This design comes from an exercise in tuning for small area on the open sky130 flow, not from production work.
Only simulation tests tie the RTL to the original design; equivalence was not proved.
Power is estimated from default activity; no workload was simulated.

--- flow/design.v ---
`default_nettype none
package mips_id_pkg;
   localparam int NB_WORD   = 32;
   localparam int NB_REG    = 5;
   localparam int NB_FIELD  = 6;    
   localparam int NB_IMM    = 16;
   localparam int NB_INDEX  = 26;
   localparam int NB_SHAMT  = 5;
   localparam int SHAMT_LSB = 6;
   localparam int N_REGS    = 32;
   typedef logic [NB_WORD-1:0]  word_t;
   typedef logic [NB_REG-1:0]   reg_num_t;
   typedef logic [NB_FIELD-1:0] opcode_t;
   typedef logic [NB_FIELD-1:0] funct_t;
   localparam opcode_t OP_SPECIAL = 6'd0;
   localparam opcode_t OP_J       = 6'd2;
   localparam opcode_t OP_JAL     = 6'd3;
   localparam opcode_t OP_BEQ     = 6'd4;
   localparam opcode_t OP_BNE     = 6'd5;
   localparam opcode_t OP_ADDI    = 6'd8;
   localparam opcode_t OP_SLTI    = 6'd10;
   localparam opcode_t OP_ANDI    = 6'd12;
   localparam opcode_t OP_ORI     = 6'd13;
   localparam opcode_t OP_XORI    = 6'd14;
   localparam opcode_t OP_LUI     = 6'd15;
   localparam opcode_t OP_LW      = 6'd35;
   localparam opcode_t OP_SW      = 6'd43;
   localparam funct_t FN_SLL  = 6'd0;
   localparam funct_t FN_SRL  = 6'd2;
   localparam funct_t FN_SRA  = 6'd3;
   localparam funct_t FN_JR   = 6'd8;
   localparam funct_t FN_JALR = 6'd9;
   typedef enum logic [3:0] {
      ALU_NONE = 4'd0,
      ALU_ADD  = 4'd1,
      ALU_SLT  = 4'd2,
      ALU_AND  = 4'd3,
      ALU_OR   = 4'd4,
      ALU_XOR  = 4'd5,
      ALU_LUI  = 4'd6,
      ALU_FUNC = 4'd7,    
      ALU_LINK = 4'd8     
   } alu_op_e;
   typedef enum logic [1:0] {A_PC, A_RS, A_SHAMT, A_NONE} src_a_e;
   typedef enum logic {B_RT, B_IMM} src_b_e;
   typedef enum logic [1:0] {DEST_RD, DEST_RT, DEST_R31} dest_sel_e;
   typedef enum logic [1:0] {EXT_INDEX, EXT_SIGN, EXT_ZERO, EXT_SHAMT} ext_kind_e;
   typedef struct packed {
      alu_op_e   alu_op;
      src_a_e    src_a;
      src_b_e    src_b;
      dest_sel_e dest_sel;
      logic      mem_read;
      logic      mem_write;
   } idex_ctrl_t;
   typedef struct packed {
      word_t    pc;
      word_t    rs_val;
      word_t    rt_val;
      word_t    imm;
      funct_t   funct;
      reg_num_t rt_num;
      reg_num_t rd_num;
   } idex_data_t;
   typedef struct packed {
      logic  jump;
      logic  branch_taken;
      word_t jump_addr;
      word_t branch_addr;
   } redirect_t;
endpackage
`default_nettype wire
`timescale 1ns/1ns
`default_nettype none
import mips_id_pkg::*;
module id_control (
   input  mips_id_pkg::opcode_t    i_opcode,
   input  mips_id_pkg::funct_t     i_funct,
   output mips_id_pkg::ext_kind_e  o_ext_kind,
   output mips_id_pkg::idex_ctrl_t o_ctrl
);
   always_comb begin
      o_ext_kind       = EXT_SIGN;
      o_ctrl.alu_op    = ALU_NONE;
      o_ctrl.src_a     = A_NONE;
      o_ctrl.src_b     = B_IMM;
      o_ctrl.dest_sel  = DEST_RD;
      o_ctrl.mem_read  = 1'b0;
      o_ctrl.mem_write = 1'b0;
      case (i_opcode)
         OP_J: begin
            o_ext_kind = EXT_INDEX;
         end
         OP_JAL: begin
            o_ext_kind      = EXT_INDEX;
            o_ctrl.alu_op   = ALU_LINK;
            o_ctrl.src_a    = A_PC;
            o_ctrl.dest_sel = DEST_R31;    
         end
         OP_BEQ, OP_BNE: ;
         OP_ADDI, OP_SLTI, OP_LW, OP_SW: begin
            o_ctrl.alu_op    = (i_opcode == OP_SLTI) ? ALU_SLT : ALU_ADD;
            o_ctrl.src_a     = A_RS;
            o_ctrl.dest_sel  = DEST_RT;
            o_ctrl.mem_read  = (i_opcode == OP_LW);
            o_ctrl.mem_write = (i_opcode == OP_SW);    
         end
         OP_ANDI, OP_ORI, OP_XORI: begin
            o_ext_kind      = EXT_ZERO;
            o_ctrl.src_a    = A_RS;
            o_ctrl.dest_sel = DEST_RT;
            case (i_opcode)
               OP_ANDI: o_ctrl.alu_op = ALU_AND;
               OP_ORI:  o_ctrl.alu_op = ALU_OR;
               default: o_ctrl.alu_op = ALU_XOR;
            endcase
         end
         OP_LUI: begin
            o_ext_kind      = EXT_ZERO;
            o_ctrl.alu_op   = ALU_LUI;
            o_ctrl.dest_sel = DEST_RT;
         end
         OP_SPECIAL: begin
            o_ext_kind    = EXT_SHAMT;
            o_ctrl.alu_op = ALU_FUNC;
            o_ctrl.src_b  = B_RT;
            case (i_funct)
               FN_JALR:                o_ctrl.src_a = A_PC;
               FN_SLL, FN_SRL, FN_SRA: o_ctrl.src_a = A_SHAMT;
               default:                o_ctrl.src_a = A_RS;
            endcase
         end
         default: ;
      endcase
   end
endmodule
`default_nettype wire
`timescale 1ns/1ns
`default_nettype none
import mips_id_pkg::*;
module id_regfile (
   input  wire        i_clk,
   input  wire        i_rst,
   input  mips_id_pkg::reg_num_t i_rs_num,
   input  mips_id_pkg::reg_num_t i_rt_num,
   input  wire        i_wr_en,
   input  mips_id_pkg::reg_num_t i_wr_num,
   input  mips_id_pkg::word_t i_wr_data,
   output mips_id_pkg::word_t      o_rs_val,
   output mips_id_pkg::word_t      o_rt_val
);
   mips_id_pkg::word_t regs [1:N_REGS-1];
   mips_id_pkg::word_t wdata;
   assign wdata = i_wr_data & {NB_WORD{!i_rst}};
   for (genvar i = 1; i < N_REGS; i++) begin : g_row
      wire row_en = i_rst || (i_wr_en && (i_wr_num == i));
      always_ff @(posedge i_clk) begin
         if (row_en) regs[i] <= wdata;
      end
   end
   always_comb begin
      o_rs_val = '0;
      o_rt_val = '0;
      for (int i = 1; i < N_REGS; i++) begin
         o_rs_val = o_rs_val | (regs[i] & {NB_WORD{i_rs_num == i}});
         o_rt_val = o_rt_val | (regs[i] & {NB_WORD{i_rt_num == i}});
      end
   end
endmodule
`default_nettype wire
`timescale 1ns/1ns
`default_nettype none
import mips_id_pkg::*;
module id_imm_extend (
   input  mips_id_pkg::word_t     i_instr,
   input  mips_id_pkg::ext_kind_e i_kind,
   output mips_id_pkg::word_t          o_imm
);
   logic [NB_IMM-1:0]   imm16;
   logic [NB_INDEX-1:0] index;
   logic [NB_SHAMT-1:0] shamt;
   assign imm16 = i_instr[NB_IMM-1:0];
   assign index = i_instr[NB_INDEX-1:0];
   assign shamt = i_instr[SHAMT_LSB+NB_SHAMT-1:SHAMT_LSB];    
   always_comb begin
      case (i_kind)
         EXT_INDEX: o_imm = {{(NB_WORD-NB_INDEX){1'b0}}, index};
         EXT_SIGN:  o_imm = {{(NB_WORD-NB_IMM){imm16[NB_IMM-1]}}, imm16};
         EXT_ZERO:  o_imm = {{(NB_WORD-NB_IMM){1'b0}}, imm16};
         default:   o_imm = {{(NB_WORD-NB_SHAMT){1'b0}}, shamt};
      endcase
   end
endmodule
`default_nettype wire
`timescale 1ns/1ns
`default_nettype none
import mips_id_pkg::*;
module id_branch_unit (
   input  mips_id_pkg::word_t i_pc,
   input  mips_id_pkg::word_t i_instr,
   input  mips_id_pkg::word_t i_rs_val,
   input  mips_id_pkg::word_t i_rt_val,
   input  wire        i_accept,
   output mips_id_pkg::redirect_t  o_redirect
);
   mips_id_pkg::opcode_t opcode;
   mips_id_pkg::funct_t  funct;
   logic is_branch, is_bne, is_jump_reg, is_jump;
   mips_id_pkg::word_t branch_target;
   mips_id_pkg::word_t jump_target;
   assign opcode = i_instr[31:26];
   assign funct  = i_instr[5:0];
   assign is_bne      = (opcode == OP_BNE);
   assign is_branch   = (opcode == OP_BEQ) || is_bne;
   assign is_jump_reg = (opcode == OP_SPECIAL) && ((funct == FN_JR) || (funct == FN_JALR));
   assign is_jump     = (opcode == OP_J) || (opcode == OP_JAL) || is_jump_reg;
   assign branch_target = {i_pc[NB_WORD-1:2] + {{(NB_WORD-2-NB_IMM){i_instr[NB_IMM-1]}}, i_instr[NB_IMM-1:0]},
                           i_pc[1:0]};
   assign jump_target = is_jump_reg ? i_rs_val
                      : {i_pc[NB_WORD-1:NB_INDEX+2], i_instr[NB_INDEX-1:0], 2'b00};
   always_comb begin
      o_redirect.jump         = i_accept && is_jump;
      o_redirect.branch_taken = i_accept && is_branch && ((i_rs_val == i_rt_val) != is_bne);
      o_redirect.jump_addr    = (i_accept && is_jump) ? jump_target : '0;
      o_redirect.branch_addr  = (i_accept && is_branch) ? branch_target : '0;
   end
endmodule
`default_nettype wire
`timescale 1ns/1ns
`default_nettype none
import mips_id_pkg::*;
module id_ex_register (
   input  wire             i_clk,
   input  wire             i_rst,
   input  wire             i_load,
   input  wire             i_idex_ready,
   input  mips_id_pkg::word_t i_pc,
   input  mips_id_pkg::word_t i_rs_val,
   input  mips_id_pkg::word_t i_rt_val,
   input  mips_id_pkg::word_t i_instr,
   output logic            o_valid,
   output mips_id_pkg::idex_data_t      o_data,
   output mips_id_pkg::idex_ctrl_t      o_ctrl
);
   mips_id_pkg::word_t pc_q, rs_q, rt_q, instr_q;
   mips_id_pkg::ext_kind_e ext_kind;
   mips_id_pkg::word_t imm;
   always_ff @(posedge i_clk) begin
      if (i_rst) begin
         o_valid <= 1'b0;
      end else if (i_load) begin
         o_valid <= 1'b1;
      end else if (i_idex_ready) begin    
         o_valid <= 1'b0;
      end
   end
   always_ff @(posedge i_clk) begin
      if (i_load) begin
         pc_q    <= i_pc;
         rs_q    <= i_rs_val;
         rt_q    <= i_rt_val;
         instr_q <= i_instr;
      end
   end
   id_control u_control (
      .i_opcode   (instr_q[31:26]),
      .i_funct    (instr_q[5:0]),
      .o_ext_kind (ext_kind),
      .o_ctrl     (o_ctrl)
   );
   id_imm_extend u_imm_extend (
      .i_instr (instr_q),
      .i_kind  (ext_kind),
      .o_imm   (imm)
   );
   assign o_data = {pc_q, rs_q, rt_q, imm, instr_q[5:0], instr_q[20:16], instr_q[15:11]};
endmodule
`default_nettype wire
`timescale 1ns/1ns
`default_nettype none
import mips_id_pkg::*;
module id_stage (
   input  wire             i_clk,
   input  wire             i_rst,
   input  wire             i_instr_valid,
   output logic            o_instr_ready,
   input  mips_id_pkg::word_t      i_pc,
   input  mips_id_pkg::word_t      i_instr,
   input  wire             i_wb_we,
   input  mips_id_pkg::reg_num_t   i_wb_addr,
   input  mips_id_pkg::word_t      i_wb_data,
   output logic            o_idex_valid,
   input  wire             i_idex_ready,
   output mips_id_pkg::idex_data_t      o_idex_data,
   output mips_id_pkg::idex_ctrl_t      o_idex_ctrl,
   output mips_id_pkg::redirect_t       o_redirect
);
   logic               accept;
   mips_id_pkg::word_t rs_val;
   mips_id_pkg::word_t rt_val;
   assign o_instr_ready = !o_idex_valid || i_idex_ready;
   assign accept        = i_instr_valid && o_instr_ready;
   id_regfile u_regfile (
      .i_clk     (i_clk),
      .i_rst     (i_rst),
      .i_rs_num  (i_instr[25:21]),
      .i_rt_num  (i_instr[20:16]),
      .i_wr_en   (i_wb_we),
      .i_wr_num  (i_wb_addr),
      .i_wr_data (i_wb_data),
      .o_rs_val  (rs_val),
      .o_rt_val  (rt_val)
   );
   id_branch_unit u_branch_unit (
      .i_pc       (i_pc),
      .i_instr    (i_instr),
      .i_rs_val   (rs_val),
      .i_rt_val   (rt_val),
      .i_accept   (accept),
      .o_redirect (o_redirect)
   );
   id_ex_register u_id_ex_register (
      .i_clk        (i_clk),
      .i_rst        (i_rst),
      .i_load       (accept),
      .i_idex_ready (i_idex_ready),
      .i_pc         (i_pc),
      .i_rs_val     (rs_val),
      .i_rt_val     (rt_val),
      .i_instr      (i_instr),
      .o_valid      (o_idex_valid),
      .o_data       (o_idex_data),
      .o_ctrl       (o_idex_ctrl)
   );
endmodule
`default_nettype wire
--- flow/run.sh ---
#!/bin/bash
# synth_recipe.tcl (not shown) runs the flow's synth.tcl, then flattens the netlist and writes it again
# the make line also repeats each setting of config.mk as NAME=value (left out here)
make -C /OpenROAD-flow-scripts/flow DESIGN_CONFIG=/design/flow/config.mk WORK_HOME=/design/flow/orfs CLKGATE_MAP_FILE= SYNTH_SCRIPT=/design/flow/synth_recipe.tcl finish
--- flow/config.mk ---
export PLATFORM = sky130hd
export DESIGN_NAME = id_stage
export DESIGN_NICKNAME = id_stage
export VERILOG_FILES = /design/flow/design.v
export SDC_FILE = /design/flow/constraint.sdc
export NUM_CORES = 4
export LEC_CHECK = 0
export CAP_MARGIN = 20
export CORE_MARGIN = 2
export CORE_UTILIZATION = 45
export SLEW_MARGIN = 20
--- flow/constraint.sdc ---
create_clock -name core_clock -period 9.0 [get_ports {i_clk}]
set_input_delay 1.8000 -clock core_clock [delete_from_list [all_inputs] [get_ports {i_clk}]]
set_output_delay 1.8000 -clock core_clock [all_outputs]
set_load 0.01 [all_outputs]
==> reports/metrics.cfg, run 1 <==
[run_status]
outcome = failed layout checks
check-failures = setup timing

[place]
hpwl_um = 181000
io_buffers = 328
dpl-instance-area_um2 = 58110
place.gp.congestion = 1.059

[synthesis]
synth_flop_cell = edfxtp_1
ys_ff_latch = 1121
synth.cell_area_um2 = 50430
ys_warn_count = 6
synth_mux_area_share_pct = 0.6550
syn_avg_cell_area_um2 = 13.63
synth-xor-area-share_pct = 0.9552
synth.distinct_cells = 82
synthSimpleGateAreaFrac_pct = 13.27
synth_edf_count = 1120
synth_top_family_by_area = compound AO/OA/AOI/OAI gates
synth_fa_ha_area_share_pct = 0.7592
synthArstFlopShare_pct = 0
synth_nets = 3835
netlist_instances = 3699
ys_seq_area_share_pct = 66.73
synth_compound_area_share_pct = 14.93

[clock_network]
clk_latency_ns = 0.74
clkSinkCount = 1121
cts_max_path_buffers = 3
cts_tree = built
root_buffer = clkbuf_16
holdBufCountCts = 0
clk_pin_slew_ns = 0.06
ctsHtreeMaxLevel = 3
numCtsBuffers = 116

[worst_hold_path]
hp-start = u_id_ex_register.o_valid
hold_class = register to register
holdPathStages = 2
hold_path_end = u_id_ex_register.o_valid

[critical_path]
path_common_cell = buf_4
worstSetupStartpointType = input pin
critPathRequiredTime_ns = 7.20
worstPathArrival_ns = 7.50
cp_num_buf_inv = 5
cp_slowest_cell = nand2_1
cp_max_fo = 13
reg2reg_to = u_id_ex_register.rs_q[18]
r2r.worst_path.cells = 4
reg2reg_setup_slack_ns = 5.97
cp_slowest_stage_delay_ns = 0.59
path_class = input pin to primary output
regToRegStartpoint = u_id_ex_register.o_valid
crit_family = simple AND/OR/NAND/NOR gates
worstSetupStartpoint = i_instr[16]
worstSetupEndpointType = primary output
critical_path.cell_chain = buf_2 > nand2_1 > buf_4 > nor2_4 > buf_4 > a22oi_1 > nand4_1 > or4_1 > xor2_1 > nor4_1 > nand4_1 > or4_1 > a21oi_2 > buf_4 > clkdlybuf4s50_1

[detailed_routing]
vias = 46040
drcViolationCount = 0
finalWirelength_um = 289400
viasPerCell = 7.902
wire_per_inst_um = 49.66
drtPass1Iterations = 12
first_iter_violations = 11720
ant_nets = 0

[power_and_ir_drop]
finalPower_mw = 13.16
power.density_nw_per_um2 = 211.5
p_leak_nw = 22.57
ir_worst_vdd_uv = 158.2

[floorplan]
coreArea_um2 = 111000
start_util_pct = 45.44
row_count = 122
fp.dieW_um = 338.8
die_h_um = 338.8
io_pins = 329
die_area_um2 = 114800

[timing]
finalClockSkew_ns = 0.03152
setup_viol = 1
worstMarginPinSlew_ns = 1.397
max-slew-margin-rel_pct = 6.758
rsz0062_at_grt = no
setup_ws_ns = -0.3046
hold_violations = 0
whs_ns = 0.5302
drv_slew = 0
fmax_mhz = 107.5
period_share_pct = 103.4
fin_crit_ns = 9.305

[global_routing]
grt_pass1_wl_um = 377200
grt_pass1_vias = 41830
antenna_found_initial = 31
grt_max_degree = 68
grt.total_usage_pct = 48.91
grt.overflow.total = 0

[layout]
num-fill-cells = 9154
nets = 4353
area_growth_pct = 23.41
utilization_pct = 56.08
layout-drive-gt1-share_pct = 16.98
finalInstanceArea_um2 = 62230

[flow_run]
cap_violations = 0

-- cell usage after synthesis, drive strengths merged, types with 15 or more instances --
master,count,area [um^2]
a2111oi,107,1002
a21o,29,217.7
a21oi,42,210.2
a221oi,34,297.8
a22o,27,236.5
a22oi,595,4467
and2,21,131.4
and3,342,2150
buf,78,501.7
clkbuf,208,784.5
edfxtp,1120,33630
ha,29,362.9
inv,18,67.56
mux2i,15,150.1
nand2,107,401.6
nand2b,15,93.84
nand3,152,765.7
nand3b,16,132.6
nand4,130,813.3
nor2,176,670.6
nor2b,54,337.8
nor3,52,260.3
o21ai,29,145.1
or4,50,401.6
xnor2,18,157.7
xor2,37,324.1
-- where the power goes --
part           total, mW  internal [mW]  switching, mW
Sequential          6.61           6.28          0.327
Clock               4.86           2.71           2.15
Combinational       1.69          0.499           1.19
Total               13.2           9.49           3.67
-- registers in the layout, summed over array words and instances (netlist names) --
register	flops
u_regfile.regs	992
u_id_ex_register.instr_q	32
u_id_ex_register.pc_q	32
u_id_ex_register.rs_q	32
u_id_ex_register.rt_q	32
u_id_ex_register.o_valid	1
-- cell type report --
class                      instances  area, um^2  share of cell area (%)
sequential                      1121       33650                   54.07
multi-input combinational       2273       16410                   26.37
timing repair buffer             686        6441                   10.35
clock buffer                     136        3020                   4.853
tap                             1488        1862                   2.992
clock inverter                    75       706.9                   1.136
antenna                           29       72.57                  0.1166
inverter                          19       71.32                  0.1146
-- per-layer routing --
metal  GRT usage [%]  up-vias  wire (um)
met1           60.90    22140      95710
li1                -    16350          -
met5          0.2083        -        208
met4           32.82       26      25810
met3           23.32     1607      53240
met2           67.20     5914     114400
-- layout by cell type, fill, tap and decap left out, types with 17 or more instances in the layout --
| cell type | n |
|---|---|
| diode_2 | 29 |
| clkbuf_16 | 118 |
| xor2_1 | 37 |
| and2_1 | 17 |
| a221oi_1 | 34 |
| nor2b_4 | 21 |
| and3_1 | 339 |
| nand3_1 | 150 |
| a22o_1 | 27 |
| a2111oi_0 | 91 |
| or4_1 | 43 |
| clkbuf_1 | 18 |
| edfxtp_1 | 1120 |
| nand2_1 | 97 |
| inv_1 | 18 |
| nor2b_1 | 27 |
| ha_1 | 29 |
| a21o_1 | 26 |
| nor2_1 | 112 |
| nand4_1 | 130 |
| o21ai_0 | 20 |
| clkdlybuf4s50_1 | 319 |
| a22oi_1 | 595 |
| buf_4 | 319 |
| nor3_1 | 50 |
| clkinv_2 | 20 |
| buf_12 | 36 |
| xnor2_1 | 18 |
| nor2_4 | 59 |
| a21oi_1 | 41 |
| clkinv_1 | 23 |
-- stage by stage --
| step | TNS [ns] | setup WS [ns] | instances |
|---|---|---|---|
| 2_1_floorplan | 0 | 0.7215 | 3699 |
| 3_3_place_gp | -0.4037 | -0.4037 | 5565 |
| 3_5_place_dp | -0.4865 | -0.4865 | 5569 |
| 4_1_cts | 0 | 0.05856 | 5797 |
| 5_1_grt | 0 | 0.002358 | 5798 |
| 6_report | -0.3046 | -0.3046 | 5827 |
-- tightest hold or removal path, cell delays in order (launching register included) --
cell and delay (ns):
dfxtp_1 0.31, nand2b_1 0.10, a21oi_1 0.07
-- kinds of logic (layout without fill, tap and decap cells) --
kind of cell             count (synthesis)  in the layout
buffers and inverters                  305            916
flip-flops                            1121           1121
adder cells (fa/ha/maj)                 30             30
AO/OA/AOI/OAI                          974            974
AND/OR/NAND/NOR                       1184           1184
multiplexers                            30             30
other                                    0             29
XOR/XNOR                                55             55
-- worst max-delay path by stage --
stage | cells past startpoint | endpoint
final | 15 | o_redirect[64]
after global routing | 15 | o_redirect[64]
after CTS | 16 | o_redirect[64]
after detailed placement | 14 | o_redirect[64]
after global placement | 16 | o_redirect[64]
after floorplan | 4 | o_redirect[13]
-- timing repair --
action                     in CTS  in global routing
resized for setup              11                  6
buffers inserted               17                  0
gates cloned                    0                  0
pin swaps                       5                  1
setup endpoints to repair       1                  1
==> inputs of run 2 (changes only) <==
--- a/flow/config.mk
+++ b/flow/config.mk
@@ -9,3 +9,4 @@
 export CORE_MARGIN = 2
 export CORE_UTILIZATION = 45
+export SETUP_SLACK_MARGIN = 0.4
 export SLEW_MARGIN = 20
==> run 2 against run 1 <==
- now clean on timing, DRC and antenna
- clock power hardly changed
- fmax is 6.8% higher
- final cell count is 0.43% higher
- cell area is 0.81% higher
- worst setup slack better by 0.59 ns
- register-to-register slack better by 0.02 ns
- global-route usage is 0.11 points higher
- combinational power is 2% higher
- critical endpoint unchanged
- highest routed layer unchanged
==> reports/metrics.cfg, run 2 <==
[timing]
whs_ns = 0.5303  ; +0.00006300 ns
setup_ws_ns = 0.2876  ; +0.5922 ns
fin_crit_ns = 8.712  ; -0.5922 ns
max-slew-margin-rel_pct = 13.59  ; +6.8 points
finalClockSkew_ns = 0.04003  ; +0.008515 ns
rsz0062_at_grt = no
period_share_pct = 96.80  ; -6.6 points
worstMarginPinSlew_ns = 1.291  ; -0.1058 ns
drv_slew = 0  ; unchanged
fmax_mhz = 114.8  ; +6.8%
fin_setup_tns_ns = 0  ; +0.3046 ns
setup_viol = 0  ; -1
hold_violations = 0  ; unchanged

[critical_path]
critPathRequiredTime_ns = 7.20  ; about the same
r2r.worst_path.cells = 4  ; unchanged
worstSetupStartpointType = input pin
worstPathArrival_ns = 6.91  ; -0.59 ns
cp_slowest_cell = nor2_4
cp_slowest_stage_delay_ns = 0.90  ; +0.31 ns
worstSetupEndpointType = primary output
path_class = input pin to primary output
regToRegStartpoint = u_id_ex_register.o_valid
reg2reg_setup_slack_ns = 5.99  ; +0.02 ns
path_common_cell = buf_4
reg2reg_to = u_id_ex_register.rt_q[31]
cp_max_fo = 14  ; +1
critical_path.cell_chain = buf_2 > buf_4 > or3b_2 > nor2_4 > a22oi_1 > nand4_1 > or4_1 > xor2_1 > nor4_4 > buf_4 > nand4_1 > or4_4 > a21oi_4 > buf_4 > clkdlybuf4s50_1

[power_and_ir_drop]
seqPwrFrac_pct = 50.1  ; about the same
finalPower_mw = 13.20  ; +0.33%
p_sw_mw = 3.695  ; +0.64%
p_leak_nw = 22.77  ; +0.90%
power.density_nw_per_um2 = 210.5  ; -0.48%
internal_power_mw = 9.509  ; +0.21%
clkPwrFrac_pct = 36.9  ; about the same
p_sw_share_pct = 27.98  ; +0.087 points
pwr-share-comb_pct = 13.1  ; +0.3 points
ir_worst_vdd_uv = 162.6  ; +2.8%

[synthesis]
synth_top_area_share_pct = 66.69  ; unchanged
synth.most_common_cell = edfxtp_1
synth_area_leaders = edfxtp_1 67%, a22oi_1 8.9%, and3_1 4.2%
synth.cell_area_um2 = 50430  ; unchanged
yosysTopAreaCell = edfxtp_1
ys_ff_latch = 1121  ; unchanged
ys_warn_count = 6  ; unchanged
synthArstFlopShare_pct = 0  ; unchanged
synth_nets = 3835  ; unchanged
syn_avg_cell_area_um2 = 13.63  ; unchanged
netlist_instances = 3699  ; unchanged
ys_seq_area_share_pct = 66.73  ; unchanged
synth.distinct_cells = 82  ; unchanged
synth_top_cells_by_count = 1120 x edfxtp_1, 595 x a22oi_1, 340 x and3_1
synth_flop_cell = edfxtp_1
synth_edf_count = 1120  ; unchanged

[detailed_routing]
ant_nets = 0  ; unchanged
route.met2.wl_um = 114200  ; -0.15%
drtPass1Iterations = 17  ; +5
drcViolationCount = 0  ; unchanged
viasPerCell = 7.902  ; about the same
vias = 46240  ; +0.43%
drt-met1-wl_um = 94970  ; -0.78%
first_iter_violations = 11740  ; +0.15%
wire_per_inst_um = 49.57  ; -0.19%
wl_met3_um = 53640  ; +0.77%
top_layer = met5
finalWirelength_um = 290100  ; +0.24%

[place]
dp_slack_ns = -0.4865  ; unchanged
hpwl_um = 181000  ; unchanged
place.gp.congestion = 1.059  ; unchanged
dpl-instance-area_um2 = 58110  ; unchanged
io_buffers = 328  ; unchanged

[clock_network]
clkSinkCount = 1121  ; unchanged
clk_latency_ns = 0.74  ; about the same
cts_tree = built
numCtsBuffers = 116  ; unchanged
holdBufCountCts = 0  ; unchanged
cts_max_path_buffers = 3  ; unchanged
ctsHtreeMaxLevel = 3  ; unchanged
root_buffer = clkbuf_16
clk_pin_slew_ns = 0.06  ; about the same

[layout]
nets = 4382  ; +0.67%
most-common-layout-cells = 1120 x edfxtp_1, 594 x a22oi_1, 339 x and3_1
layout-drive-gt1-share_pct = 18.21  ; +1.2 points
finalInstanceArea_um2 = 62740  ; +0.81%
regMostFlops = u_regfile.regs
area_growth_pct = 24.41
largest_reg_flops = 992  ; unchanged
final_common_cell = edfxtp_1

[global_routing]
grt_max_degree = 68  ; unchanged
grt_pass1_wl_um = 378100  ; +0.25%
grt.overflow.total = 0  ; unchanged
grt_pass1_vias = 42010  ; +0.42%
grt.total_usage_pct = 49.02  ; +0.11 points
antenna_found_initial = 38  ; +23%

[floorplan]
die_h_um = 338.8  ; unchanged
row_count = 122  ; unchanged
coreArea_um2 = 111000  ; unchanged
start_util_pct = 45.44  ; unchanged
io_pins = 329  ; unchanged
fp.dieW_um = 338.8  ; unchanged
die_area_um2 = 114800  ; unchanged

[worst_hold_path]
hp-start = u_id_ex_register.o_valid
hold_path_end = u_id_ex_register.o_valid
hold_class = register to register
holdPathStages = 2  ; unchanged

[run_status]
outcome = finished clean

[flow_run]
cap_violations = 0  ; unchanged

-- run 2: metal layers --
metal  vias to the layer above  track usage, %
li1                      16400               -
met1                     22170           60.44
met2                      5919           67.02
met3                      1723           23.60
met4                        32           34.46
met5                         -           1.250
-- run 2: area by class of cell --
| cell class | count | area [um^2] |
|---|---|---|
| Sequential cell | 1121 | 33650 |
| Multi-Input combinational cell | 2274 | 16600 |
| Clock inverter | 75 | 706.9 |
| Fill cell | 9105 | 48240 |
| Inverter | 19 | 71.32 |
| Tap cell | 1488 | 1862 |
| Clock buffer | 136 | 3020 |
| Timing Repair Buffer | 714 | 6758 |
| Antenna cell | 25 | 62.56 |
-- run 2: cells by family after synthesis --
| logic type | count (synthesis) | share of synthesized area, % |
|---|---|---|
| and+or+nand+nor | 1184 | 13.27 |
| AOI/OAI and AO/OA | 974 | 14.93 |
| muxes | 30 | 0.6550 |
| buffers and inverters | 305 | 2.692 |
| xor gates and xnor gates | 55 | 0.9552 |
| DFF | 1121 | 66.73 |
| adders and majority gates | 30 | 0.7592 |
-- run 2: what timing repair did --
action	CTS	global route
cloned	1	0
setup endpoints to repair	1	1
gates resized for setup	42	45
pin swaps	12	10
hold endpoints to repair	0	0
buffers inserted	28	16
-- run 2: worst max path at each step --
stage	start	to	slack, ns	depth (start not counted)
after floorplan	i_idex_ready	o_redirect[13]	0.72	4
final	i_instr[20]	o_redirect[64]	0.29	15
after detailed placement	i_instr[21]	o_redirect[64]	-0.49	14
after CTS	i_instr[22]	o_redirect[64]	0.40	17
after global routing	i_instr[22]	o_redirect[64]	0.39	16
after global placement	i_instr[25]	o_redirect[64]	-0.40	16
-- run 2: critical path, delay by kind of cell --
family | cells | cell delay (ns)
AND/OR/NAND/NOR | 7 | 3.09
buffers and inverters | 5 | 1.33
AO/OA/AOI/OAI | 2 | 0.49
XOR/XNOR | 1 | 0.16
-- run 2: metrics by stage --
step,instances,util [%]
finish,5852,56.53
global route,5830,56.48
CTS,5809,56.11
detailed placement,5569,52.37
global placement,5565,52.26
floorplan,3699,-
-- run 2: power groups by stage --
stage	Combinational, mW	Sequential, mW	Clock [mW]
6_report	1.73	6.61	4.87
5_1_grt	1.70	6.62	5.04
4_1_cts	1.59	6.58	4.83
3_5_place_dp	1.55	6.68	0
3_3_place_gp	1.55	6.69	0
2_1_floorplan	0.592	6.56	0
==> inputs of run 3 (changes only) <==
==> flow/flow/run.sh (new file) <==
#!/bin/bash
# Layout flow: the standard ORFS flow with
#  - an area-oriented ABC mapping script in synthesis (registers untouched:
#    flip-flops are mapped by dfflibmap before ABC runs),
#  - port buffers of the smallest buffer cell,
#  - clock tree synthesis without dummy loads,
#  - the settings below.
set -euo pipefail
HERE=$PWD
FLOWDIR=$HERE/flow

{
  echo "proc abc {args} {"
  echo "  set i [lsearch -exact \$args -script]"
  echo "  if {\$i >= 0} { lset args [expr {\$i + 1}] $FLOWDIR/abc_area.script }"
  echo "  yosys abc {*}\$args"
  echo "}"
  cat synth_recipe.tcl
} > my_synth.tcl

sed -e "s#SYNTH_SCRIPT=[^ ]*#SYNTH_SCRIPT=$HERE/my_synth.tcl#" \
    -e 's#"\${@:-finish}"#"$@"#' standard.sh > my_standard.sh

source $FLOWDIR/settings.sh

bash my_standard.sh "${EXTRA[@]}" finish > flow.log 2>&1
==> flow/flow/abc_area.script (new file) <==
&get -n
&st
&dch
&nf -a
&st
&dch
&nf -a
&put
==> flow/flow/settings.sh (new file) <==
EXTRA=(
  "BUFFER_PORTS_ARGS=-buffer_cell sky130_fd_sc_hd__buf_1"
  "CTS_ARGS=-sink_clustering_enable -repair_clock_nets -dont_use_dummy_load -buf_list sky130_fd_sc_hd__clkbuf_16 -sink_clustering_size 20 -sink_clustering_max_diameter 60"
)
==> flow/standard.sh (new file) <==
#!/bin/bash
# synth_recipe.tcl (not shown) runs the flow's synth.tcl, then flattens the netlist and writes it again
# the make line also repeats each setting of config.mk as NAME=value (left out here)
make -C /OpenROAD-flow-scripts/flow DESIGN_CONFIG=/design/flow/config.mk WORK_HOME=/design/flow/orfs CLKGATE_MAP_FILE= SYNTH_SCRIPT=/design/flow/synth_recipe.tcl "${@:-finish}"
--- a/flow/config.mk
+++ b/flow/config.mk
@@ -7,6 +7,8 @@
 export LEC_CHECK = 0
 export CAP_MARGIN = 20
+export CELL_PAD_IN_SITES_DETAIL_PLACEMENT = 1
+export CELL_PAD_IN_SITES_GLOBAL_PLACEMENT = 1
 export CORE_MARGIN = 2
-export CORE_UTILIZATION = 45
-export SETUP_SLACK_MARGIN = 0.4
+export CORE_UTILIZATION = 50
+export SETUP_SLACK_MARGIN = 1.0
 export SLEW_MARGIN = 20
removed: flow/run.sh
==> run 3 against run 2 <==
- critical path type unchanged
- clock power fell by 28%
- final cell count shrank 18%
- cell area down 14%
==> reports/metrics.cfg, run 3 <==
[run_status]
outcome = finished clean

[clock_network]
holdBufCountCts = 0  ; unchanged
clk_latency_ns = 0.71  ; -0.03 ns
cts_max_path_buffers = 3  ; unchanged
cts_tree = built
ctsHtreeMaxLevel = 3  ; unchanged
clk_pin_slew_ns = 0.07  ; about the same
numCtsBuffers = 89  ; -23%
clkSinkCount = 1121  ; unchanged
root_buffer = clkbuf_16

[global_routing]
grt.overflow.total = 0  ; unchanged
grt_pass1_vias = 39290  ; -6.5%
grt.total_usage_pct = 50.47  ; +1.5 points
grt_max_degree = 49  ; -28%
antenna_found_initial = 17  ; -55%
grt_pass1_wl_um = 325400  ; -14%

[floorplan]
row_count = 111  ; -9.0%
die_h_um = 309.0  ; -8.8%
die_area_um2 = 95500  ; -17%
coreArea_um2 = 91940  ; -17%
fp.dieW_um = 309.0  ; -8.8%
io_pins = 329  ; unchanged
start_util_pct = 50.60  ; +5.2 points

[critical_path]
path_class = input pin to primary output
worstPathArrival_ns = 6.30  ; -0.61 ns
regToRegStartpoint = u_regfile.regs[20][30]
worstSetupEndpointType = primary output
worstSetupStartpointType = input pin
r2r.worst_path.cells = 4  ; unchanged
critPathRequiredTime_ns = 7.20  ; about the same
crit_path_end = o_redirect[64]
cp_max_fo = 21  ; +7
reg2reg_setup_slack_ns = 6.52  ; +0.53 ns
worstSetupStartpoint = i_instr[25]
reg2reg_to = u_id_ex_register.rs_q[30]

[synthesis]
synthArstFlopShare_pct = 0  ; unchanged
ys_seq_area_share_pct = 72.34  ; +5.6 points
syn_avg_cell_area_um2 = 15.75  ; +16%
synth_top_cells_by_count = 1120 x edfxtp_1, 381 x a22oi_1, 335 x a222oi_1
synth.distinct_cells = 56  ; -32%
ys_ff_latch = 1121  ; unchanged
yosysTopAreaCell = edfxtp_1
ys_warn_count = 6  ; unchanged
synth_top_area_share_pct = 72.30  ; +5.6 points
synth.cell_area_um2 = 46520  ; -7.8%
synth.most_common_cell = edfxtp_1
synth_area_leaders = edfxtp_1 72%, a222oi_1 7.2%, a22oi_1 6.1%
synth_edf_count = 1120  ; unchanged
synth_nets = 3090  ; -19%
synth_flop_cell = edfxtp_1
netlist_instances = 2954  ; -20%

[detailed_routing]
ant_nets = 0  ; unchanged
finalWirelength_um = 246400  ; -15%
wire_per_inst_um = 51.31  ; +3.5%
viasPerCell = 8.525  ; +7.9%
drcViolationCount = 0  ; unchanged
vias = 40940  ; -11%
first_iter_violations = 12710  ; +8.3%
drtPass1Iterations = 22  ; +5
route.met2.wl_um = 98580  ; -14%
top_layer = met5
drt-met1-wl_um = 78030  ; -18%
wl_met3_um = 49000  ; -8.7%

[timing]
setup_viol = 0  ; unchanged
hold_violations = 0  ; unchanged
max-slew-margin-rel_pct = 17.17  ; +3.6 points
fin_setup_tns_ns = 0  ; unchanged
worstMarginPinSlew_ns = 1.230  ; -0.06182 ns
fmax_mhz = 123.4  ; +7.5%
rsz0062_at_grt = no
drv_slew = 0  ; unchanged
period_share_pct = 90.02  ; -6.8 points
finalClockSkew_ns = 0.04740  ; +0.007369 ns
fin_crit_ns = 8.102  ; -0.6104 ns

[layout]
num-fill-cells = 8601  ; -5.5%
ff_latch_area_um2 = 33650  ; unchanged
most-common-layout-cells = 1120 x edfxtp_1, 381 x a22oi_1, 335 x a222oi_1
largest_reg_flops = 992  ; unchanged
multiInputGateArea_um2 = 13220  ; -20%
final_common_cell = edfxtp_1
regMostFlops = u_regfile.regs
final_cells = 4802  ; -18%
area_growth_pct = 16.22
nets = 3689  ; -16%
layout-drive-gt1-share_pct = 11.66  ; -6.5 points

[power_and_ir_drop]
finalPower_mw = 11.34  ; -14%
power.density_nw_per_um2 = 209.8  ; -0.32%
p_leak_nw = 17.81  ; -22%
ir_worst_vdd_uv = 164.3  ; +1.1%

[worst_hold_path]
hold_class = register to register

[place]
place_inst = 4688  ; -16%
place.gp.congestion = 1.005  ; -5.1%
hpwl_um = 137200  ; -24%
io_buffers = 328  ; unchanged

[flow_run]
cap_violations = 0  ; unchanged

## run 3: critical path, stage by stage
cell,delay [ns]
buf_1,0.08
buf_4,0.22
or3_1,0.55
nor2_4,0.72
buf_12,0.35
a22oi_1,0.16
and3_1,0.24
nand4_1,0.23
xor2_1,0.33
nor4_4,0.43
nand4_1,0.23
nor4_4,0.35
buf_4,0.21
a21oi_1,0.07
o21a_1,0.15
buf_1,0.13
## run 3: power breakdown
group          internal, mW  switching [mW]  leakage (nW)
combinational         0.291           0.942          5.87
clock                  1.74            1.78          1.10
sequential             6.28           0.316          10.8
total                  8.31            3.03          17.8
## run 3: worst min-delay path by stage
stage	from	end	slack, ns	cells past startpoint
floorplan	u_regfile.regs[13][14]	u_id_ex_register.rs_q[14]	0.56	2
global placement	u_id_ex_register.o_valid	u_id_ex_register.o_valid	0.50	2
detailed placement	u_id_ex_register.o_valid	u_id_ex_register.o_valid	0.53	2
CTS	u_id_ex_register.o_valid	u_id_ex_register.o_valid	0.54	2
global route	u_id_ex_register.o_valid	u_id_ex_register.o_valid	0.57	2
finish	u_id_ex_register.o_valid	u_id_ex_register.o_valid	0.55	2
## run 3: repair_timing
action,in CTS,in global routing
gates cloned,0,1
resized for setup,27,20
setup buffers,5,11
pin swaps,1,9
endpoints found under the setup margin,1,1
## run 3: area by class of cell
class	instances	share of cell area [%]
tap	1243	2.877
antenna	8	0.03703
sequential	1121	62.24
inverter	17	0.1227
clock buffer	89	4.119
multi-input combinational	1796	24.45
timing repair buffer	528	6.147
## run 3: cells by family after synthesis
family | share of synthesized area [%]
compound gates | 17.23
xor+xnor | 0.5460
fa+ha+maj | 0.8230
buf+inv | 0.4761
flops | 72.34
mux | 0.1210
simple gates | 8.464
## run 3: layer usage
| layer | vias to the layer above | GRT usage [%] |
|---|---|---|
| li1 | 14340 | - |
| met1 | 19810 | 63.44 |
| met2 | 5296 | 70.06 |
| met3 | 1469 | 23.81 |
| met4 | 22 | 31.79 |
| met5 | - | 1.365 |
## run 3: through the flow
step	setup slack (ns)	util, %	hold slack, ns	area [um^2]
final	0.8980	58.80	0.5498	54070
after CTS	1.043	58.56	0.5432	53840
after global placement	0.3012	55.99	0.5043	51470
after detailed placement	0.2421	55.99	0.5327	51470
after global routing	0.9720	58.78	0.5682	54050
after floorplan	1.005	-	0.5640	46540
==> inputs of run 4 (changes only) <==
--- a/flow/config.mk
+++ b/flow/config.mk
@@ -11,4 +11,4 @@
 export CORE_MARGIN = 2
 export CORE_UTILIZATION = 50
-export SETUP_SLACK_MARGIN = 1.0
+export SETUP_SLACK_MARGIN = 0.7
 export SLEW_MARGIN = 20
==> run 4 against run 3 <==
- final cell count up 0.62%
- count of clock-buffer cells in the layout down 2
- die area unchanged
- critical path type unchanged
- total power down 0.36%
- critical path depth down 1
- flip-flop and latch count unchanged
==> reports/metrics.cfg, run 4 <==
[run_status]
outcome = finished clean

[floorplan]
die_h_um = 309.0  ; unchanged
start_util_pct = 50.60  ; unchanged
coreArea_um2 = 91940  ; unchanged
die_area_um2 = 95500  ; unchanged
row_count = 111  ; unchanged
io_pins = 329  ; unchanged
fp.dieW_um = 309.0  ; unchanged

[critical_path]
reg2reg_setup_slack_ns = 6.70  ; +0.18 ns
reg2reg_to = u_id_ex_register.rs_q[25]
worstSetupStartpointType = input pin
path_class = input pin to primary output
regToRegStartpoint = u_regfile.regs[14][25]
cp_max_fo = 19  ; -9.5%
worstSetupEndpointType = primary output
worstPathArrival_ns = 6.69  ; +0.39 ns
r2r.worst_path.cells = 4  ; unchanged
critPathRequiredTime_ns = 7.20  ; about the same

[detailed_routing]
vias = 41210  ; +0.67%
drtPass1Iterations = 15  ; -32%
wire_per_inst_um = 51.65  ; +0.66%
finalWirelength_um = 249600  ; +1.3%
viasPerCell = 8.529  ; about the same
drcViolationCount = 0  ; unchanged
ant_nets = 0  ; unchanged
first_iter_violations = 12100  ; -4.8%

[clock_network]
ctsHtreeMaxLevel = 3  ; unchanged
cts_tree = built
cts_max_path_buffers = 3  ; unchanged
numCtsBuffers = 87  ; -2.2%
clk_latency_ns = 0.70  ; about the same
root_buffer = clkbuf_16
clkSinkCount = 1121  ; unchanged
clk_pin_slew_ns = 0.08  ; about the same

[timing]
max-slew-margin-rel_pct = 17.75  ; +0.58 points
finalClockSkew_ns = 0.04766  ; +0.0002536 ns
drv_slew = 0  ; unchanged
hold_violations = 0  ; unchanged
worstMarginPinSlew_ns = 1.231  ; +0.001334 ns
setup_viol = 0  ; unchanged
period_share_pct = 94.35  ; +4.3 points
setup_ws_ns = 0.5089  ; -0.3891 ns
fmax_mhz = 117.8  ; -4.6%
rsz0062_at_grt = no
fin_crit_ns = 8.491  ; +0.3891 ns
fin_setup_tns_ns = 0  ; unchanged

[power_and_ir_drop]
internal_power_mw = 8.262  ; -0.55%
clkPwrFrac_pct = 30.9  ; about the same
p_leak_nw = 17.89  ; +0.40%
p_sw_share_pct = 26.90  ; +0.14 points
ir_worst_vdd_uv = 194.1  ; +18%
power.density_nw_per_um2 = 209.0  ; -0.40%
pwr-share-comb_pct = 10.8  ; about the same
p_sw_mw = 3.040  ; +0.18%
seqPwrFrac_pct = 58.2  ; about the same

[global_routing]
grt_max_degree = 90  ; +84%
grt.overflow.total = 0  ; unchanged
grt_pass1_wl_um = 328900  ; +1.1%
grt_pass1_vias = 39380  ; +0.23%
grt.total_usage_pct = 51.27  ; +0.80 points
antenna_found_initial = 16  ; -1

[synthesis]
synth_top_cells_by_count = 1120 x edfxtp_1, 381 x a22oi_1, 335 x a222oi_1
synth.cell_area_um2 = 46520  ; unchanged
synthArstFlopShare_pct = 0  ; unchanged
synth_edf_count = 1120  ; unchanged
synth.distinct_cells = 56  ; unchanged
synth_top_area_share_pct = 72.30  ; unchanged
ys_warn_count = 6  ; unchanged
yosysTopAreaCell = edfxtp_1
ys_ff_latch = 1121  ; unchanged
syn_avg_cell_area_um2 = 15.75  ; unchanged
synth_area_leaders = edfxtp_1 72%, a222oi_1 7.2%, a22oi_1 6.1%
netlist_instances = 2954  ; unchanged
synth_nets = 3090  ; unchanged
synth_flop_cell = edfxtp_1
ys_seq_area_share_pct = 72.34  ; unchanged
synth.most_common_cell = edfxtp_1

[place]
hpwl_um = 136400  ; -0.59%
dp_slack_ns = 0.001882  ; -0.2402 ns
io_buffers = 328  ; unchanged
place.gp.congestion = 0.9949  ; -0.99%

[layout]
layout-drive-gt1-share_pct = 12.08  ; +0.42 points
most-common-layout-cells = 1120 x edfxtp_1, 381 x a22oi_1, 335 x a222oi_1
nets = 3714  ; +0.68%
regMostFlops = u_regfile.regs
area_growth_pct = 16.27  ; about the same
largest_reg_flops = 992  ; unchanged
final_common_cell = edfxtp_1

[worst_hold_path]
holdPathStages = 2  ; unchanged
hold_class = register to register
hp-start = u_id_ex_register.o_valid
hold_path_end = u_id_ex_register.o_valid

[flow_run]
cap_violations = 0  ; unchanged

[run 4: cell count changes in the layout (fill, tap and decap cells not counted), sizes merged]
cell      before  now
clkinvlp       0    1
buf          526  551
inv            1    0
diode          8   13
[run 4: logic make-up after synthesis]
logic type / Yosys count / synth area share (%)
mux: 5 / 0.1210
flops: 1121 / 72.34
xor+xnor: 29 / 0.5460
simple gates: 749 / 8.464
buf+inv: 38 / 0.4761
fa+ha+maj: 30 / 0.8230
compound gates: 982 / 17.23
[run 4: area by class of cell]
type                       count  area, um^2
antenna                       13       32.53
clock buffer                  87        2177
fill                        8650       37850
inverter                      17       67.56
multi-input combinational   1796       13100
sequential                  1121       33650
tap                         1243        1555
timing repair buffer         555        3500
[run 4: how the worst max path moves through the flow]
stage,end,slack (ns),start,cells after the start
detailed placement,o_redirect[64],0.002,i_instr[23],16
floorplan,o_redirect[64],0.82,i_instr[25],12
global placement,o_redirect[64],0.11,i_instr[24],16
global route,o_redirect[64],0.67,i_instr[25],19
CTS,o_redirect[64],0.71,i_instr[25],16
finish,o_redirect[64],0.51,i_instr[23],15
[run 4: per-stage QoR]
step / util, % / instances / hold WS [ns] / cell area [um^2] / power [mW]
2_1_floorplan: - / 2954 / 0.5640 / 46520 / 7.038
3_3_place_gp: 56.01 / 4702 / 0.5050 / 51490 / 7.739
3_5_place_dp: 56.01 / 4702 / 0.5453 / 51490 / 7.775
4_1_cts: 58.63 / 4808 / 0.5555 / 53900 / 11.14
5_1_grt: 58.80 / 4822 / 0.5917 / 54060 / 11.42
6_report: 58.83 / 4832 / 0.5660 / 54090 / 11.30
[run 4: repair_timing]
item | 4_1_cts | 5_1_grt
hold buffers | 0 | 0
pin swaps | 5 | 5
gates cloned | 0 | 1
setup endpoints to repair | 1 | 1
gates resized for setup | 20 | 14
buffers inserted | 19 | 10
[run 4: power groups by stage]
stage          sequential, mW  combinational [mW]  clock [mW]
4_1_cts                  6.55                1.13        3.46
3_3_place_gp             6.65                1.09           0
6_report                 6.58                1.22        3.50
2_1_floorplan            6.56               0.481           0
5_1_grt                  6.60                1.21        3.61
3_5_place_dp             6.66                1.11           0
[run 4: per-layer routing]
| metal | GRT usage, % | routed length, um | up-vias |
|---|---|---|---|
| met2 | 71.63 | 100900 | 5240 |
| met3 | 23.18 | 47670 | 1488 |
| li1 | - | - | 14400 |
| met5 | 0.3033 | 221 | - |
| met4 | 34.35 | 21740 | 18 |
| met1 | 63.95 | 79030 | 20060 |
[run 4: worst max-delay path: stages]
cell      delay [ns]
buf_2           0.27
nor4bb_4        0.74
and2_4          0.58
buf_12          0.30
a22oi_1         0.14
and4_1          0.23
nand4_1         0.31
xor2_2          0.34
nor4_2          0.59
nand4_1         0.34
nor4_4          0.39
buf_4           0.22
a21oi_1         0.08
o21a_1          0.16
buf_1           0.14

[port drivers added, routing unchanged]
The flow's constraints put no driver on any port. The routed layouts listed below were extracted and timed again, unchanged, in two steps. Step 1 assumes that a clkbuf_16 drives the clock port and a buf_2 every other input. Step 2 moves the port delays by t, midway between the first and last clock arrival at a register: inputs arrive t later, outputs are due t later. That takes back most of the time a late clock gives input paths. Slacks: no drivers / after step 1 / after step 2; pairs: no drivers / after step 1.
run | shift t [ns] | slack for setup (ns) | worst register clock-pin slew, ns | worst data-port slew with drivers (ns) | pins driven straight from the clock port
run 1 | 0.811 | -0.305 / -0.348 / -0.348 | 0.07 / 0.07 | 0.08 | 1
run 2 | 0.804 | 0.288 / 0.240 / 0.240 | 0.07 / 0.07 | 0.08 | 1
run 3 | 0.750 | 0.898 / 0.868 / 0.868 | 0.09 / 0.09 | 0.06 | 1
run 4 | 0.755 | 0.509 / 0.426 / 0.426 | 0.09 / 0.09 | 0.09 | 1
The setup slack of run 4, which loses most, moves by -0.083 ns with the drivers and by -0.083 ns with both steps.
